Context: an optimization exercise on an open-source flow, tuned for small area and a short achievable clock period. The choices shown serve that exercise and are no tape-out recipe. RTL that was checked went through simulation tests only; none was proved equivalent to the original. Power figures rest on the tool's default switching activity, not on a simulated workload.

==> 12-27: inputs <==
Design safety_periph_top, start of the top module:
module safety_periph_top #(
  parameter safety_periph_pkg::addr_t PeriphBaseAddr  = 32'h0020_0000,
  parameter int unsigned              NumExtIrqs      = 16,
  parameter int unsigned              NumBusErrBits   = 2,
  parameter int unsigned              NumOutstanding  = 2,
  parameter int unsigned              NumStoredErrors = 8
) (
  input  logic                                clk_i,
  input  logic                                rst_n_i,
  input  logic                                s_awvalid_i,
  output logic                                s_awready_o,
  input  safety_periph_pkg::addr_t            s_awaddr_i,
  input  logic                                s_wvalid_i,
  output logic                                s_wready_o,
  input  safety_periph_pkg::data_t            s_wdata_i,
  input  logic [3:0]                          s_wstrb_i,
  output logic                                s_bvalid_o,
  input  logic                                s_bready_i,
  output logic [1:0]                          s_bresp_o,
  input  logic                                s_arvalid_i,
  output logic                                s_arready_o,
  input  safety_periph_pkg::addr_t            s_araddr_i,
  output logic                                s_rvalid_o,
  input  logic                                s_rready_i,
  output safety_periph_pkg::data_t            s_rdata_o,
  output logic [1:0]                          s_rresp_o,
  input  logic                                instr_req_i,
  input  logic                                instr_gnt_i,
  input  logic                                instr_rvalid_i,
  ...
export LEC_CHECK = 0
export CAP_MARGIN = 20
export CORE_MARGIN = 2
export CORE_UTILIZATION = 40
export SLEW_MARGIN = 20
create_clock -name core_clock -period 40.0 [get_ports {clk_i}]
run.sh (not shown) runs the stock make flow with config.mk's settings and CLKGATE_MAP_FILE= SYNTH_SCRIPT=/design/flow/synth_recipe.tcl, a recipe that flattens the netlist after the stock synthesis.
==> inputs of 01-12, as changes to 12-27 <==
--- a/flow/design.v
+++ b/flow/design.v
@@ -31,12 +31,13 @@
   output logic [5:0]   rid_o,       
   input  logic [7:0]   irq_lvl_i,
   input  logic         irq_en_i,
   input  logic [2:0][3:0]  cnt_i,
   input  logic [2:0]       ovf_i,
-  input  logic [2:0][31:0] head_addr_i,
-  input  logic [2:0][1:0]  head_code_i
+  input  logic [2:0][2:0]       rd_ptr_i,
+  input  logic [2:0][7:0][31:0] log_addr_i,
+  input  logic [2:0][7:0][1:0]  log_code_i
 );
   logic        bvalid_q, rvalid_q, slverr_q;
   logic        idle, aw_go, wr_acc, rd_acc;
   logic        w_hit, w_irq_ok, w_pop_ok, wr_err;
   logic        r_hit, r_irq_ok, r_err_ok, rd_err;
@@ -92,30 +93,36 @@
         default: begin rq_cnt_q <= cnt_i[0]; rq_ovf_q <= ovf_i[0]; end
       endcase
     end
   end
   assign rid_o = rq_id_q;
+  logic [23:0]       sel_addr, sel_code;
+  logic [31:0][23:0] addr_col;
+  logic [1:0][23:0]  code_col;
+  logic [31:0]       addr_or, stat, irq;
+  logic [1:0]        code_or;
+  logic              err_full;
   always_comb begin
-    logic [31:0] addr;
-    logic [1:0]  code;
-    case (rq_unit_q)
-      2'd2:    begin addr = head_addr_i[1]; code = head_code_i[1]; end
-      2'd3:    begin addr = head_addr_i[2]; code = head_code_i[2]; end
-      default: begin addr = head_addr_i[0]; code = head_code_i[0]; end
-    endcase
-    s_rdata_o = 32'd0;
-    if (rq_bad_q) begin
-      s_rdata_o = safety_periph_pkg::DecodeErrVal;
-    end else if (rq_irq_q) begin
-      s_rdata_o = {16'd0, irq_lvl_i, 7'd0, irq_en_i};
-    end else if (rq_err_q) begin
-      case (rq_id_q[1:0])
-        2'd0:    s_rdata_o = {rq_ovf_q, 27'd0, rq_cnt_q};
-        2'd1:    if (rq_cnt_q != 4'd0) s_rdata_o = addr;  
-        default: if (rq_cnt_q != 4'd0) s_rdata_o = {30'd0, code};
-      endcase
+    err_full = rq_err_q && (rq_cnt_q != 4'd0);
+    for (int u = 0; u < 3; u++) begin
+      for (int i = 0; i < 8; i++) begin
+        sel_addr[8*u+i] = err_full && (rq_id_q[1:0] == 2'd1) &&
+                          (rq_unit_q == 2'(u + 1)) && (rd_ptr_i[u] == 3'(i));
+        sel_code[8*u+i] = err_full && (rq_id_q[1:0] == 2'd2) &&
+                          (rq_unit_q == 2'(u + 1)) && (rd_ptr_i[u] == 3'(i));
+      end
     end
+    for (int k = 0; k < 24; k++) begin
+      for (int b = 0; b < 32; b++) addr_col[b][k] = sel_addr[k] & log_addr_i[k/8][k%8][b];
+      for (int b = 0; b < 2; b++)  code_col[b][k] = sel_code[k] & log_code_i[k/8][k%8][b];
+    end
+    for (int b = 0; b < 32; b++) addr_or[b] = |addr_col[b];
+    for (int b = 0; b < 2; b++)  code_or[b] = |code_col[b];
+    irq  = rq_irq_q ? {16'd0, irq_lvl_i, 7'd0, irq_en_i} : 32'd0;
+    stat = (rq_err_q && rq_id_q[1:0] == 2'd0) ? {rq_ovf_q, 27'd0, rq_cnt_q} : 32'd0;
+    s_rdata_o = rq_bad_q ? safety_periph_pkg::DecodeErrVal :
+                (addr_or | {30'd0, code_or} | irq | stat);
   end
   assign s_awready_o = wr_acc;
   assign s_wready_o  = wr_acc;
   assign s_arready_o = rd_acc;
   assign s_bvalid_o  = bvalid_q;
@@ -136,12 +143,13 @@
   input  logic [1:0]  bus_err_i,
   input  logic        pop_i,       
   input  logic        clr_ovf_i,   
   output logic [3:0]  cnt_o,
   output logic        ovf_o,
-  output logic [31:0] head_addr_o,
-  output logic [1:0]  head_code_o
+  output logic [2:0]  rd_ptr_o,
+  output logic [7:0][31:0] log_addr_o,
+  output logic [7:0][1:0]  log_code_o
 );
   logic [31:0] out_addr_q [2];
   logic        out_wr_q, out_rd_q;
   logic        out_push;
   logic [31:0] log_addr_q [8];
@@ -192,12 +200,15 @@
       end
     end
   end
   assign cnt_o       = cnt_q;
   assign ovf_o       = ovf_q;
-  assign head_addr_o = log_addr_q[rd_ptr_q];
-  assign head_code_o = log_code_q[rd_ptr_q];
+  assign rd_ptr_o    = rd_ptr_q;
+  for (genvar i = 0; i < 8; i++) begin : gen_log_o
+    assign log_addr_o[i] = log_addr_q[i];
+    assign log_code_o[i] = log_code_q[i];
+  end
 endmodule
 `default_nettype wire
 `timescale 1ns/1ps
 `default_nettype none
 module irq_ctrl (
@@ -254,24 +265,38 @@
       assign src_q[i] = 1'b0;
     end
   end
   assign rd_lvl_o = lvl_q[rid_i];
   assign rd_en_o  = en_q[rid_i];
+  logic [47:0] cand_w;
   always_comb begin
     logic [47:0] cand, hit;
     cand = src_q & en_q;
     for (int b = 7; b >= 0; b--) begin
       for (int i = 0; i < 48; i++) hit[i] = cand[i] & lvl_q[i][b];
       best_lvl[b] = |hit;
       if (best_lvl[b]) cand = hit;
     end
+    cand_w = cand;
     best_found = |best_lvl;
-    best_id = 6'd0;
-    for (int i = 0; i < 48; i++) begin
-      if (cand[i]) best_id = 6'(i);
-    end
   end
+  logic [127:1]      tv;
+  logic [127:1][5:0] tix;
+  for (genvar n = 64; n < 128; n++) begin : gen_leaf
+    if (n - 64 < 48) begin : gen_src
+      assign tv[n] = cand_w[n - 64];
+    end else begin : gen_none
+      assign tv[n] = 1'b0;
+    end
+    assign tix[n] = 6'd0;
+  end
+  for (genvar n = 1; n < 64; n++) begin : gen_node
+    localparam int unsigned H = 7 - $clog2(n + 1);  
+    assign tv[n]  = tv[2*n+1] | tv[2*n];
+    assign tix[n] = tv[2*n+1] ? (tix[2*n+1] | 6'(1 << (H - 1))) : tix[2*n];
+  end
+  assign best_id = tix[1];
   assign held_pending = src_q[id_q] & en_q[id_q];
   always_ff @(posedge clk_i) begin
     if (!rst_n_i) begin
       valid_q <= 1'b0;
     end else if (valid_q) begin
@@ -346,12 +371,13 @@
   logic [5:0]  rid;
   logic [7:0]  irq_lvl;
   logic        irq_en;
   logic [2:0][3:0]  cnt;
   logic [2:0]       ovf;
-  logic [2:0][31:0] head_addr;
-  logic [2:0][1:0]  head_code;
+  logic [2:0][2:0]  rd_ptr;
+  logic [2:0][7:0][31:0] log_addr;
+  logic [2:0][7:0][1:0]  log_code;
   logic [2:0]  bus_err_irq;
   logic [47:0] irq_src;
   logic [2:0]  bus_req, bus_gnt, bus_rvalid;
   logic [2:0][31:0] bus_addr;
   logic [2:0][1:0]  bus_err;
@@ -387,12 +413,13 @@
     .rid_o       ( rid         ),
     .irq_lvl_i   ( irq_lvl     ),
     .irq_en_i    ( irq_en      ),
     .cnt_i       ( cnt         ),
     .ovf_i       ( ovf         ),
-    .head_addr_i ( head_addr   ),
-    .head_code_i ( head_code   )
+    .rd_ptr_i    ( rd_ptr      ),
+    .log_addr_i  ( log_addr    ),
+    .log_code_i  ( log_code    )
   );
   for (genvar b = 0; b < 3; b++) begin : gen_bus_err
     bus_err_unit bus_err_unit_i (
       .clk_i        ( clk_i         ),
       .rst_n_i      ( rst_n_i       ),
@@ -403,12 +430,13 @@
       .bus_err_i    ( bus_err[b]    ),
       .pop_i        ( pop[b]        ),
       .clr_ovf_i    ( s_wdata_i[31] ),
       .cnt_o        ( cnt[b]        ),
       .ovf_o        ( ovf[b]        ),
-      .head_addr_o  ( head_addr[b]  ),
-      .head_code_o  ( head_code[b]  )
+      .rd_ptr_o     ( rd_ptr[b]     ),
+      .log_addr_o   ( log_addr[b]   ),
+      .log_code_o   ( log_code[b]   )
     );
     assign bus_err_irq[b] = (cnt[b] != 4'd0);
   end
   always_comb begin
     irq_src        = '0;
==> flow/flow/run.sh (new file) <==
#!/bin/bash
# Layout: the standard flow (standard.sh, all steps) with these changes to
# how it is made, the SDC and its 40 ns clock unchanged:
#  - synthesis is the standard flow's own (flow/synth_area.tcl sources the same ORFS
#    synthesis) except that ABC maps the logic with flow/area.abc, an
#    area-only mapping (two rounds of choice computation and area
#    mapping after logic restructuring); registers are mapped before ABC, so they are the
#    standard synthesis's;
#  - the port buffers are plain sky130 buf_1 cells;
#  - the clock tree is built from clkbuf_8 cells, in clusters of at most 16
#    sinks within 60 um, without dummy loads;
#  - timing repair works on every path longer than 16.4 ns.
# The make output goes to standard.log; each ORFS step keeps its own log
# under orfs/logs.
set -euo pipefail
work=$(pwd)
export BUFFER_PORTS_ARGS="-buffer_cell sky130_fd_sc_hd__buf_1"
export CTS_ARGS="-sink_clustering_enable -repair_clock_nets -dont_use_dummy_load -buf_list sky130_fd_sc_hd__clkbuf_8 -sink_clustering_size 16 -sink_clustering_max_diameter 60"
export SETUP_SLACK_MARGIN=23.6
sed "s#SYNTH_SCRIPT=[^ ]*#SYNTH_SCRIPT=$work/flow/synth_area.tcl#" standard.sh > flow_standard.sh
grep -q "SYNTH_SCRIPT=$work/flow/synth_area.tcl" flow_standard.sh
bash flow_standard.sh > standard.log 2>&1
==> flow/flow/area.abc (new file) <==
strash
&get -n
&st
&syn3
&st
&dch -x
&nf -a -R 1000
&st
&dch -x
&nf -a -R 1000
&put
topo
==> flow/flow/synth_area.tcl (new file) <==
# The standard flow's synthesis (synth_recipe.tcl) with one change: ABC maps the logic with
# an area-only script (area.abc beside this file) instead of ORFS's abc_area.script.
# Registers are mapped before ABC runs, so they are the standard synthesis's.
set my_abc_script [file join [file dirname [file normalize [info script]]] area.abc]
proc abc {args} {
  set i [lsearch -exact $args -script]
  if {$i >= 0} { lset args [expr {$i + 1}] $::my_abc_script }
  yosys abc {*}$args
}
proc synth {args} { yosys synth -nofsm -noshare {*}$args }
source $::env(SCRIPTS_DIR)/synth.tcl
# left out here: clear keep_hierarchy, flatten, clean up, hide names made inside functions, write 1_2_yosys.v
==> flow/standard.sh (new file) <==
#!/bin/bash
# synth_recipe.tcl (not shown) runs the flow's synth.tcl, then flattens the netlist and writes it again
# the make line also repeats each setting of config.mk as NAME=value (left out here)
make -C /OpenROAD-flow-scripts/flow DESIGN_CONFIG=/design/flow/config.mk WORK_HOME=/design/flow/orfs CLKGATE_MAP_FILE= SYNTH_SCRIPT=/design/flow/synth_recipe.tcl "${@:-finish}"
==> flow/config.mk (replaced) <==
export PLATFORM = sky130hd
export DESIGN_NAME = safety_periph_top
export DESIGN_NICKNAME = safety_periph_top
export VERILOG_FILES = /design/flow/design.v
export SDC_FILE = /design/flow/constraint.sdc
export NUM_CORES = 4
export LEC_CHECK = 0
export ABC_AREA = 1
export CAP_MARGIN = 20
export CORE_MARGIN = 2
export CORE_UTILIZATION = 65
export SLEW_MARGIN = 20
removed: flow/run.sh
==> comparison table <==
Total net switching power: 12-27 1.07 mW; 01-12 0.779 mW
Number of global-route vias before repair: 12-27 42.1k; 01-12 37.6k
Fill cell instance count of the final layout: 12-27 14.1k; 01-12 5497
Flop-to-flop setup slack: 12-27 29.41 ns; 01-12 25.31 ns
Pwr Total: 12-27 3.91 mW; 01-12 2.99 mW
Row cnt: 12-27 147; 01-12 109
Top cell type's share of synthesized area: 12-27 0.689; 01-12 0.765
R2R cell count: 12-27 25; 01-12 49
Met1 track demand over resource in global routing: 12-27 0.370; 01-12 0.534
Clock network share of area: 12-27 0.0674; 01-12 0.0242
Register Area: 12-27 0.0453 mm²; 01-12 0.0453 mm²
Worst slew pin tran: 12-27 1.23 ns; 01-12 1.27 ns
Height of the die: 12-27 406 µm; 01-12 303 µm
Clock edge transition at the registers on the reported setup and hold paths: 12-27 0.05 ns; 01-12 0.08 ns
Effective utilization at floorplan: 12-27 0.402; 01-12 0.656
Place WS: 12-27 22.29 ns; 01-12 23.05 ns
NumNets Final: 12-27 4934; 01-12 4243
Static Leakage: 12-27 24.6 nW; 01-12 19.9 nW
Areal power density over the cells: 12-27 51.9 mW/mm²; 01-12 46.9 mW/mm²
Status: 12-27 no timing/DRC/antenna violations; 01-12 no timing/DRC/antenna violations
The RTL of 12-27 was laid out without a check of its function.

==> port drivers added, routing unchanged <==
In the flow no input, the clock included, has a driving cell. The finished layouts below were timed again as built, in two steps. Step 1 (the two cells are an assumption about what drives the block):
set clk [get_ports {clk_i}]
set_driving_cell -lib_cell sky130_fd_sc_hd__clkbuf_16 $clk
set_driving_cell -lib_cell sky130_fd_sc_hd__buf_2 [delete_from_list [all_inputs] $clk]
Step 2, shift: input delay + t, output delay - t, t = (earliest + latest rising clock arrival at the registers) / 2. This alone moves slack from input paths to output paths. a / b / c = ideal ports / drivers / drivers and shift; a / b = the first two.
run | t, ns | setup slack, ns | hold WS [ns] | worst setup path at the end | worst slew at a driven data input, ns
12-27 | 0.882 | 22.292 / 22.267 / 22.267 | 0.469 / 0.469 / 0.469 | input to output | 0.15
01-12 | 0.853 | 23.547 / 23.485 / 23.485 | 0.538 / 0.538 / 0.538 | input to output | 0.12
After both steps setup and hold are still met in every run listed. For 01-12, which loses most, drivers alone change the setup slack by -0.062 ns; drivers and shift together by -0.062 ns.
